Source: an optimization exercise on an open RTL-to-GDS flow (aim: small area, a short achievable clock period and few clock cycles per item). Production flows keep margins and buffers that such runs may drop.
Where RTL was checked, it was by simulation tests only, not by an equivalence proof against the original.
Power figures rest on the tool's default switching activity, not on a simulated workload.

==> inputs of 05-04 <==
==> flow/design.v <==
`timescale 1ns / 1ps
package fpp_pkg;
    localparam int AMP_W   = 16;
    localparam int FD_W    = AMP_W + 1;
    localparam int SD_W    = AMP_W + 2;
    localparam int U_W     = AMP_W + 3;
    localparam int POS_W   = 11;           
    localparam int COUNT_W = 5;
    localparam int SLOT_W  = 4;
    localparam int START_W   = 20;
    localparam int STEP_W    = 16;
    localparam int MAX_W     = 5;
    localparam int CFG_W     = 20;
    localparam int CFG_IDX_W = 2;
    localparam int FREQ_W    = 27;
    localparam logic [START_W-1:0] RST_FREQ_START  = START_W'(0);
    localparam logic [STEP_W-1:0]  RST_FREQ_STEP   = STEP_W'(16);
    localparam logic [MAX_W-1:0]   RST_MAX_FORMANT = MAX_W'(10);
    localparam logic [CFG_IDX_W-1:0] CFG_FREQ_START   = 2'd0;
    localparam logic [CFG_IDX_W-1:0] CFG_FREQ_STEP    = 2'd1;
    localparam logic [CFG_IDX_W-1:0] CFG_MAX_FORMANTS = 2'd2;
endpackage
`timescale 1ns / 1ps
import fpp_pkg::*;
module fpp_detect (
    input  logic             i_clk,
    input  logic             i_rst_n,
    input  logic             i_valid,
    input  logic [AMP_W-1:0] i_amplitude,
    input  logic             i_last_bin,
    output logic             o_valid,
    output logic             o_lt,         
    output logic             o_gt,         
    output logic             o_last_bin
);
    logic [AMP_W-1:0]       r_prev_amp;
    logic signed [FD_W-1:0] fd;
    assign fd = $signed({1'b0, i_amplitude}) - $signed({1'b0, r_prev_amp});
    always_ff @(posedge i_clk) begin
        if (i_valid) begin
            r_prev_amp <= i_amplitude;
        end
    end
    logic                   r_valid;
    logic signed [FD_W-1:0] r_fd;
    logic                   r_last;
    logic signed [FD_W-1:0] r_prev_fd;
    logic signed [U_W-1:0]  r_u;
    logic signed [U_W-1:0]  fd_w;
    always_ff @(posedge i_clk) begin
        if (!i_rst_n) begin
            r_valid <= 1'b0;
        end else begin
            r_valid <= i_valid;
        end
    end
    always_ff @(posedge i_clk) begin
        r_fd   <= fd;
        r_last <= i_last_bin;
    end
    assign fd_w = {{(U_W-FD_W){r_fd[FD_W-1]}}, r_fd};
    always_ff @(posedge i_clk) begin
        if (r_valid) begin
            r_prev_fd <= r_fd;
            r_u       <= (fd_w <<< 1) - {{(U_W-FD_W){r_prev_fd[FD_W-1]}}, r_prev_fd};
        end
    end
    assign o_valid    = r_valid;
    assign o_lt       = fd_w < r_u;
    assign o_gt       = !o_lt && (fd_w != r_u);
    assign o_last_bin = r_last;
endmodule
`timescale 1ns / 1ps
import fpp_pkg::*;
module formant_peak_picker (
    input  logic                 i_clk,
    input  logic                 i_rst_n,
    input  logic                 i_cfg_we,
    input  logic [CFG_IDX_W-1:0] i_cfg_index,
    input  logic [CFG_W-1:0]     i_cfg_data,
    input  logic                 i_in_valid,
    output logic                 o_in_stall,
    input  logic [AMP_W-1:0]     i_amplitude,
    input  logic                 i_last_bin,
    output logic                 o_out_valid,
    input  logic                 i_out_stall,
    output logic [FREQ_W-1:0]    o_formant_frequency,
    output logic [SLOT_W-1:0]    o_formant_slot,
    output logic                 o_overflow
);
    localparam int QN = 3;
    logic [START_W-1:0] r_freq_start;
    logic [STEP_W-1:0]  r_freq_step;
    logic [MAX_W-1:0]   r_limit;         
    always_ff @(posedge i_clk) begin
        if (!i_rst_n) begin
            r_freq_start <= RST_FREQ_START;
            r_freq_step  <= RST_FREQ_STEP;
            r_limit      <= RST_MAX_FORMANT;
        end else if (i_cfg_we) begin
            case (i_cfg_index)
                CFG_FREQ_START:   r_freq_start <= START_W'(i_cfg_data);
                CFG_FREQ_STEP:    r_freq_step  <= STEP_W'(i_cfg_data);
                CFG_MAX_FORMANTS: r_limit      <= (MAX_W'(i_cfg_data) > MAX_W'(16)) ?
                                                  MAX_W'(16) : MAX_W'(i_cfg_data);
                default: begin
                end
            endcase
        end
    end
    logic               r_stall;
    logic               in_accept;
    assign in_accept = i_in_valid && !r_stall;
    logic d_valid, d_lt, d_gt, d_last;
    fpp_detect u_detect (
        .i_clk       (i_clk),
        .i_rst_n     (i_rst_n),
        .i_valid     (in_accept),
        .i_amplitude (i_amplitude),
        .i_last_bin  (i_last_bin),
        .o_valid     (d_valid),
        .o_lt        (d_lt),
        .o_gt        (d_gt),
        .o_last_bin  (d_last)
    );
    logic [2:0]         r_q [QN];
    logic [QN-1:0]      r_qv;
    logic [QN-1:0]      qv_pop;
    logic [QN-1:0]      q_wr;
    logic               go;
    logic               pop;
    logic               r_out_valid;
    assign go     = !(r_out_valid && i_out_stall);
    assign pop    = go && r_qv[0];
    assign qv_pop = pop ? {1'b0, r_qv[QN-1:1]} : r_qv;
    assign q_wr   = {QN{d_valid}} & ~qv_pop & {qv_pop[QN-2:0], 1'b1};
    always_ff @(posedge i_clk) begin
        for (int i = 0; i < QN; i++) begin
            if (q_wr[i]) begin
                r_q[i] <= {d_lt, d_gt, d_last};
            end else if (pop && i < QN - 1) begin
                r_q[i] <= r_q[i+1];
            end
        end
    end
    always_ff @(posedge i_clk) begin
        if (!i_rst_n) begin
            r_qv    <= '0;
            r_stall <= 1'b0;
        end else begin
            r_qv    <= qv_pop | q_wr;
            r_stall <= qv_pop[2] || (qv_pop[1] && (in_accept || d_valid)) ||
                       (qv_pop[0] && in_accept && d_valid);
        end
    end
    logic [POS_W-1:0]   r_pos;
    logic               r_falling;
    logic [COUNT_W-1:0] r_count;
    logic [FREQ_W-1:0]  r_freq;
    logic [SLOT_W-1:0]  r_slot;
    logic               r_ovf;
    logic               h_lt, h_gt, h_last;
    logic               active, ge3, lt4, room, peak;
    assign {h_lt, h_gt, h_last} = r_q[0];
    assign active = !r_pos[POS_W-1];
    assign ge3    = r_pos >= POS_W'(3);
    assign lt4    = r_pos < POS_W'(4);
    assign room   = r_count < COUNT_W'(r_limit);
    assign peak   = active && ge3 && h_gt && r_falling;
    always_ff @(posedge i_clk) begin
        if (!i_rst_n) begin
            r_pos       <= '0;
            r_falling   <= 1'b0;
            r_count     <= '0;
            r_out_valid <= 1'b0;
        end else begin
            if (go) begin
                r_out_valid <= pop && peak;
            end
            if (pop) begin
                if (active) begin
                    r_pos <= r_pos + POS_W'(1);
                    if (ge3) begin
                        if (h_lt) begin
                            r_falling <= 1'b1;
                        end else if (h_gt) begin
                            r_falling <= 1'b0;
                        end
                    end
                    if (peak && room) begin
                        r_count <= r_count + COUNT_W'(1);
                    end
                end
                if (h_last) begin
                    r_pos     <= '0;
                    r_falling <= 1'b0;
                    r_count   <= '0;
                end
            end
        end
    end
    logic [STEP_W:0]          lo_sum;
    logic [FREQ_W-STEP_W-1:0] hi_inc;
    logic [FREQ_W-1:0]        freq_add;
    assign lo_sum   = {1'b0, r_freq[STEP_W-1:0]} + {1'b0, r_freq_step};
    assign hi_inc   = r_freq[FREQ_W-1:STEP_W] + 1'b1;
    assign freq_add = {lo_sum[STEP_W] ? hi_inc : r_freq[FREQ_W-1:STEP_W], lo_sum[STEP_W-1:0]};
    always_ff @(posedge i_clk) begin
        if (pop) begin
            if (!room) begin
                r_freq <= '0;
            end else if (lt4) begin
                r_freq <= FREQ_W'(r_freq_start);
            end else begin
                r_freq <= freq_add;
            end
            if (peak) begin
                r_slot <= room ? SLOT_W'(r_count) : '0;
                r_ovf  <= !room;
            end
        end
    end
    assign o_in_stall          = r_stall;
    assign o_out_valid         = r_out_valid;
    assign o_formant_frequency = r_freq;
    assign o_formant_slot      = r_slot;
    assign o_overflow          = r_ovf;
endmodule
==> flow/flow/run.sh <==
#!/bin/bash
# Standard layout (the standard.sh), with the port buffers made as buf_1
# cells and no dummy loads in the clock tree. The make output goes to
# standard.log; each tool's log is under orfs/logs.
export BUFFER_PORTS_ARGS="-buffer_cell sky130_fd_sc_hd__buf_1"
export CTS_ARGS="-sink_clustering_enable -repair_clock_nets -dont_use_dummy_load -buf_list sky130_fd_sc_hd__clkbuf_8"
bash standard.sh > standard.log 2>&1
==> flow/standard.sh <==
#!/bin/bash
# synth_recipe.tcl (not shown) runs the flow's synth.tcl, then flattens the netlist and writes it again
# the make line also repeats each setting of config.mk as NAME=value (left out here)
make -C /OpenROAD-flow-scripts/flow DESIGN_CONFIG=/design/flow/config.mk WORK_HOME=/design/flow/orfs CLKGATE_MAP_FILE= SYNTH_SCRIPT=/design/flow/synth_recipe.tcl "${@:-finish}"
==> flow/config.mk <==
export PLATFORM = sky130hd
export DESIGN_NAME = formant_peak_picker
export DESIGN_NICKNAME = formant_peak_picker
export VERILOG_FILES = /design/flow/design.v
export SDC_FILE = /design/flow/constraint.sdc
export NUM_CORES = 4
export LEC_CHECK = 0
export ABC_AREA = 1
export CAP_MARGIN = 20
export CORE_MARGIN = 2
export CORE_UTILIZATION = 65
export CTS_CLUSTER_DIAMETER = 100
export CTS_CLUSTER_SIZE = 40
export PLACE_DENSITY = 0.75
export SETUP_SLACK_MARGIN = 4.0
export SLEW_MARGIN = 20
==> flow/constraint.sdc <==
create_clock -name core_clock -period 6.5 [get_ports {i_clk}]
set_input_delay 1.3000 -clock core_clock [delete_from_list [all_inputs] [get_ports {i_clk}]]
set_output_delay 1.3000 -clock core_clock [all_outputs]
set_load 0.01 [all_outputs]
==> 02-01 (differences from 05-04) <==
==> flow/design.v, changed modules only <==
module fpp_detect (
    input  logic             i_clk,
    input  logic             i_rst_n,
    input  logic             i_valid,
    input  logic [AMP_W-1:0] i_amplitude,
    input  logic             i_last_bin,
    output logic             o_valid,
    output logic             o_lt,         
    output logic             o_gt,         
    output logic             o_last_bin
);
    logic [AMP_W-1:0]       r_prev_amp;
    logic signed [FD_W-1:0] fd;
    assign fd = $signed({1'b0, i_amplitude}) - $signed({1'b0, r_prev_amp});
    always_ff @(posedge i_clk) begin
        if (i_valid) begin
            r_prev_amp <= i_amplitude;
        end
    end
    logic                   r_valid;
    logic signed [FD_W-1:0] r_fd;
    logic                   r_last;
    logic signed [FD_W-1:0] r_prev_fd;
    logic signed [U_W-1:0]  r_u;
    logic signed [U_W-1:0]  fd_w;
    always_ff @(posedge i_clk) begin
        if (!i_rst_n) begin
            r_valid <= 1'b0;
        end else begin
            r_valid <= i_valid;
        end
    end
    always_ff @(posedge i_clk) begin
        r_fd   <= fd;
        r_last <= i_last_bin;
    end
    assign fd_w = {{(U_W-FD_W){r_fd[FD_W-1]}}, r_fd};
    always_ff @(posedge i_clk) begin
        if (r_valid) begin
            r_prev_fd <= r_fd;
            r_u       <= (fd_w <<< 1) - {{(U_W-FD_W){r_prev_fd[FD_W-1]}}, r_prev_fd};
        end
    end
    assign o_valid    = r_valid;
    assign o_lt       = fd_w < r_u;
    assign o_gt       = fd_w > r_u;
    assign o_last_bin = r_last;
endmodule
module formant_peak_picker (
    input  logic                 i_clk,
    input  logic                 i_rst_n,
    input  logic                 i_cfg_we,
    input  logic [CFG_IDX_W-1:0] i_cfg_index,
    input  logic [CFG_W-1:0]     i_cfg_data,
    input  logic                 i_in_valid,
    output logic                 o_in_stall,
    input  logic [AMP_W-1:0]     i_amplitude,
    input  logic                 i_last_bin,
    output logic                 o_out_valid,
    input  logic                 i_out_stall,
    output logic [FREQ_W-1:0]    o_formant_frequency,
    output logic [SLOT_W-1:0]    o_formant_slot,
    output logic                 o_overflow
);
    localparam int QN = 4;
    logic [START_W-1:0] r_freq_start;
    logic [STEP_W-1:0]  r_freq_step;
    logic [MAX_W-1:0]   r_limit;         
    always_ff @(posedge i_clk) begin
        if (!i_rst_n) begin
            r_freq_start <= RST_FREQ_START;
            r_freq_step  <= RST_FREQ_STEP;
            r_limit      <= RST_MAX_FORMANT;
        end else if (i_cfg_we) begin
            case (i_cfg_index)
                CFG_FREQ_START:   r_freq_start <= START_W'(i_cfg_data);
                CFG_FREQ_STEP:    r_freq_step  <= STEP_W'(i_cfg_data);
                CFG_MAX_FORMANTS: r_limit      <= (MAX_W'(i_cfg_data) > MAX_W'(16)) ?
                                                  MAX_W'(16) : MAX_W'(i_cfg_data);
                default: begin
                end
            endcase
        end
    end
    logic               r_stall;
    logic               r_in_valid;
    logic [AMP_W-1:0]   r_amp;
    logic               r_last;
    logic               in_accept;
    assign in_accept = i_in_valid && !r_stall;
    always_ff @(posedge i_clk) begin
        r_amp  <= i_amplitude;
        r_last <= i_last_bin;
    end
    logic d_valid, d_lt, d_gt, d_last;
    fpp_detect u_detect (
        .i_clk       (i_clk),
        .i_rst_n     (i_rst_n),
        .i_valid     (r_in_valid),
        .i_amplitude (r_amp),
        .i_last_bin  (r_last),
        .o_valid     (d_valid),
        .o_lt        (d_lt),
        .o_gt        (d_gt),
        .o_last_bin  (d_last)
    );
    logic [2:0]         r_q [QN];
    logic [QN-1:0]      r_qv;
    logic [QN-1:0]      qv_pop;
    logic [QN-1:0]      q_wr;
    logic               go;
    logic               pop;
    logic               r_out_valid;
    logic               flight_1, flight_2, flight_3;
    assign go     = !(r_out_valid && i_out_stall);
    assign pop    = go && r_qv[0];
    assign qv_pop = pop ? {1'b0, r_qv[QN-1:1]} : r_qv;
    assign q_wr   = {QN{d_valid}} & ~qv_pop & {qv_pop[QN-2:0], 1'b1};
    always_ff @(posedge i_clk) begin
        for (int i = 0; i < QN; i++) begin
            if (q_wr[i]) begin
                r_q[i] <= {d_lt, d_gt, d_last};
            end else if (pop && i < QN - 1) begin
                r_q[i] <= r_q[i+1];
            end
        end
    end
    assign flight_1 = in_accept || r_in_valid || d_valid;
    assign flight_2 = (in_accept && r_in_valid) || (in_accept && d_valid) ||
                      (r_in_valid && d_valid);
    assign flight_3 = in_accept && r_in_valid && d_valid;
    always_ff @(posedge i_clk) begin
        if (!i_rst_n) begin
            r_in_valid <= 1'b0;
            r_qv       <= '0;
            r_stall    <= 1'b0;
        end else begin
            r_in_valid <= in_accept;
            r_qv       <= qv_pop | q_wr;
            r_stall    <= qv_pop[3] || (qv_pop[2] && flight_1) ||
                          (qv_pop[1] && flight_2) || (qv_pop[0] && flight_3);
        end
    end
    logic [POS_W-1:0]   r_pos;
    logic               r_falling;
    logic [COUNT_W-1:0] r_count;
    logic [FREQ_W-1:0]  r_freq;
    logic [SLOT_W-1:0]  r_slot;
    logic               r_ovf;
    logic               h_lt, h_gt, h_last;
    logic               active, ge3, lt4, room, peak;
    assign {h_lt, h_gt, h_last} = r_q[0];
    assign active = !r_pos[POS_W-1];
    assign ge3    = r_pos >= POS_W'(3);
    assign lt4    = r_pos < POS_W'(4);
    assign room   = r_count < COUNT_W'(r_limit);
    assign peak   = active && ge3 && h_gt && r_falling;
    always_ff @(posedge i_clk) begin
        if (!i_rst_n) begin
            r_pos       <= '0;
            r_falling   <= 1'b0;
            r_count     <= '0;
            r_out_valid <= 1'b0;
        end else begin
            if (go) begin
                r_out_valid <= pop && peak;
            end
            if (pop) begin
                if (active) begin
                    r_pos <= r_pos + POS_W'(1);
                    if (ge3) begin
                        if (h_lt) begin
                            r_falling <= 1'b1;
                        end else if (h_gt) begin
                            r_falling <= 1'b0;
                        end
                    end
                    if (peak && room) begin
                        r_count <= r_count + COUNT_W'(1);
                    end
                end
                if (h_last) begin
                    r_pos     <= '0;
                    r_falling <= 1'b0;
                    r_count   <= '0;
                end
            end
        end
    end
    always_ff @(posedge i_clk) begin
        if (pop) begin
            if (!room) begin
                r_freq <= '0;
            end else if (lt4) begin
                r_freq <= FREQ_W'(r_freq_start);
            end else begin
                r_freq <= r_freq + FREQ_W'(r_freq_step);
            end
            if (peak) begin
                r_slot <= room ? SLOT_W'(r_count) : '0;
                r_ovf  <= !room;
            end
        end
    end
    assign o_in_stall          = r_stall;
    assign o_out_valid         = r_out_valid;
    assign o_formant_frequency = r_freq;
    assign o_formant_slot      = r_slot;
    assign o_overflow          = r_ovf;
endmodule
==> flow/run.sh (new file) <==
#!/bin/bash
# synth_recipe.tcl (not shown) runs the flow's synth.tcl, then flattens the netlist and writes it again
# the make line also repeats each setting of config.mk as NAME=value (left out here)
make -C /OpenROAD-flow-scripts/flow DESIGN_CONFIG=/design/flow/config.mk WORK_HOME=/design/flow/orfs CLKGATE_MAP_FILE= SYNTH_SCRIPT=/design/flow/synth_recipe.tcl finish
- ABC_AREA: 1 -> default
- CORE_UTILIZATION: 65 -> 40
- CTS_CLUSTER_DIAMETER: 100 -> default
- CTS_CLUSTER_SIZE: 40 -> default
- PLACE_DENSITY: 0.75 -> 0.6
- SETUP_SLACK_MARGIN: 4.0 -> 4.2
removed: flow/flow/run.sh
removed: flow/standard.sh
==> run notes <==
Worst-Skew Late Latency: 0.46 ns
Setup CP Type: primary input to flop
Max Clock Skew: 0.02326 ns
num sequential: 175
relative slew slack: 51.69%
worst path bufs/invs: 2
switching power: 0.7951 mW
Die Wd: 126.0 µm
final worst slack: 4.068 ns
clk slew on worst S/H paths: 0.09 ns
die area: 15,880 µm²
area of the multi-input gates: 4592 µm²
placed insts: 1,395
number of nets in the layout: 1,352
Setup crit end: u_detect.r_fd[10]$_DFF_P_
mux contribution to synthesized area: 0%
top area cells in the synthesized netlist: edfxtp_1 29%, dfxtp_1 17%, ha_1 9.7%
vias in the first global route: 7,194
crit share post-route: 37.41%
status: complete, no violations
Period minus WS final: 2.432 ns
# the run above: 05-04

==> run notes <==
status: complete, no violations
vias in the first global route: 7,715
clk slew on worst S/H paths: 0.08 ns
Die Wd: 162.6 µm
num sequential: 197
top area cells in the synthesized netlist: edfxtp_1 29%, dfxtp_1 20%, ha_1 9.2%
final worst slack: 3.832 ns
First DRT Iteration DRCs: 446
die area: 26,430 µm²
Setup crit end: r_freq[20]$_SDFFCE_PP0P_
worst path bufs/invs: 1
crit share post-route: 41.05%
Worst-Skew Late Latency: 0.44 ns
Ports: 78
placed insts: 1,388
Period minus WS final: 2.668 ns
Synth cell types: 73
Setup CP Type: flop to flop
Max Clock Skew: 0.01758 ns
mux contribution to synthesized area: 1.406%
number of nets in the layout: 1,261
# the run above: 02-01

Testbench counts of 05-04, summed over its fixed seeds: cycles 32,783, bins 32,768.
The RTL of 02-01 was laid out without a check of its function.

separate check: timing with driven ports:
Ports are ideal in the flow. The routed layouts listed here were re-timed in OpenROAD. Step 1: set_driving_cell puts a clkbuf_16 on i_clk and a buf_2 on each other input, an assumption about the parent block. Step 2 adds t to the input delays and takes it off the output delays; t is the mean of the earliest and latest rising clock arrival at the registers after step 1. Input paths then give back, and output paths get back, about the clock's delay inside the block. Three values: no drivers, after step 1, after step 2; two values: the first two.
| run | shift t [ns] | slack for setup (ns) | worst setup path after step 2 |
|---|---|---|---|
| 05-04 | 0.486 | 4.068 / 4.086 / 3.600 | input to register |
| 02-01 | 0.483 | 3.832 / 3.832 / 3.764 | input to register |
After both steps setup and hold are still met in every run listed. The setup slack of 05-04, which loses most, moves by +0.018 ns with the drivers and by -0.468 ns with both steps.
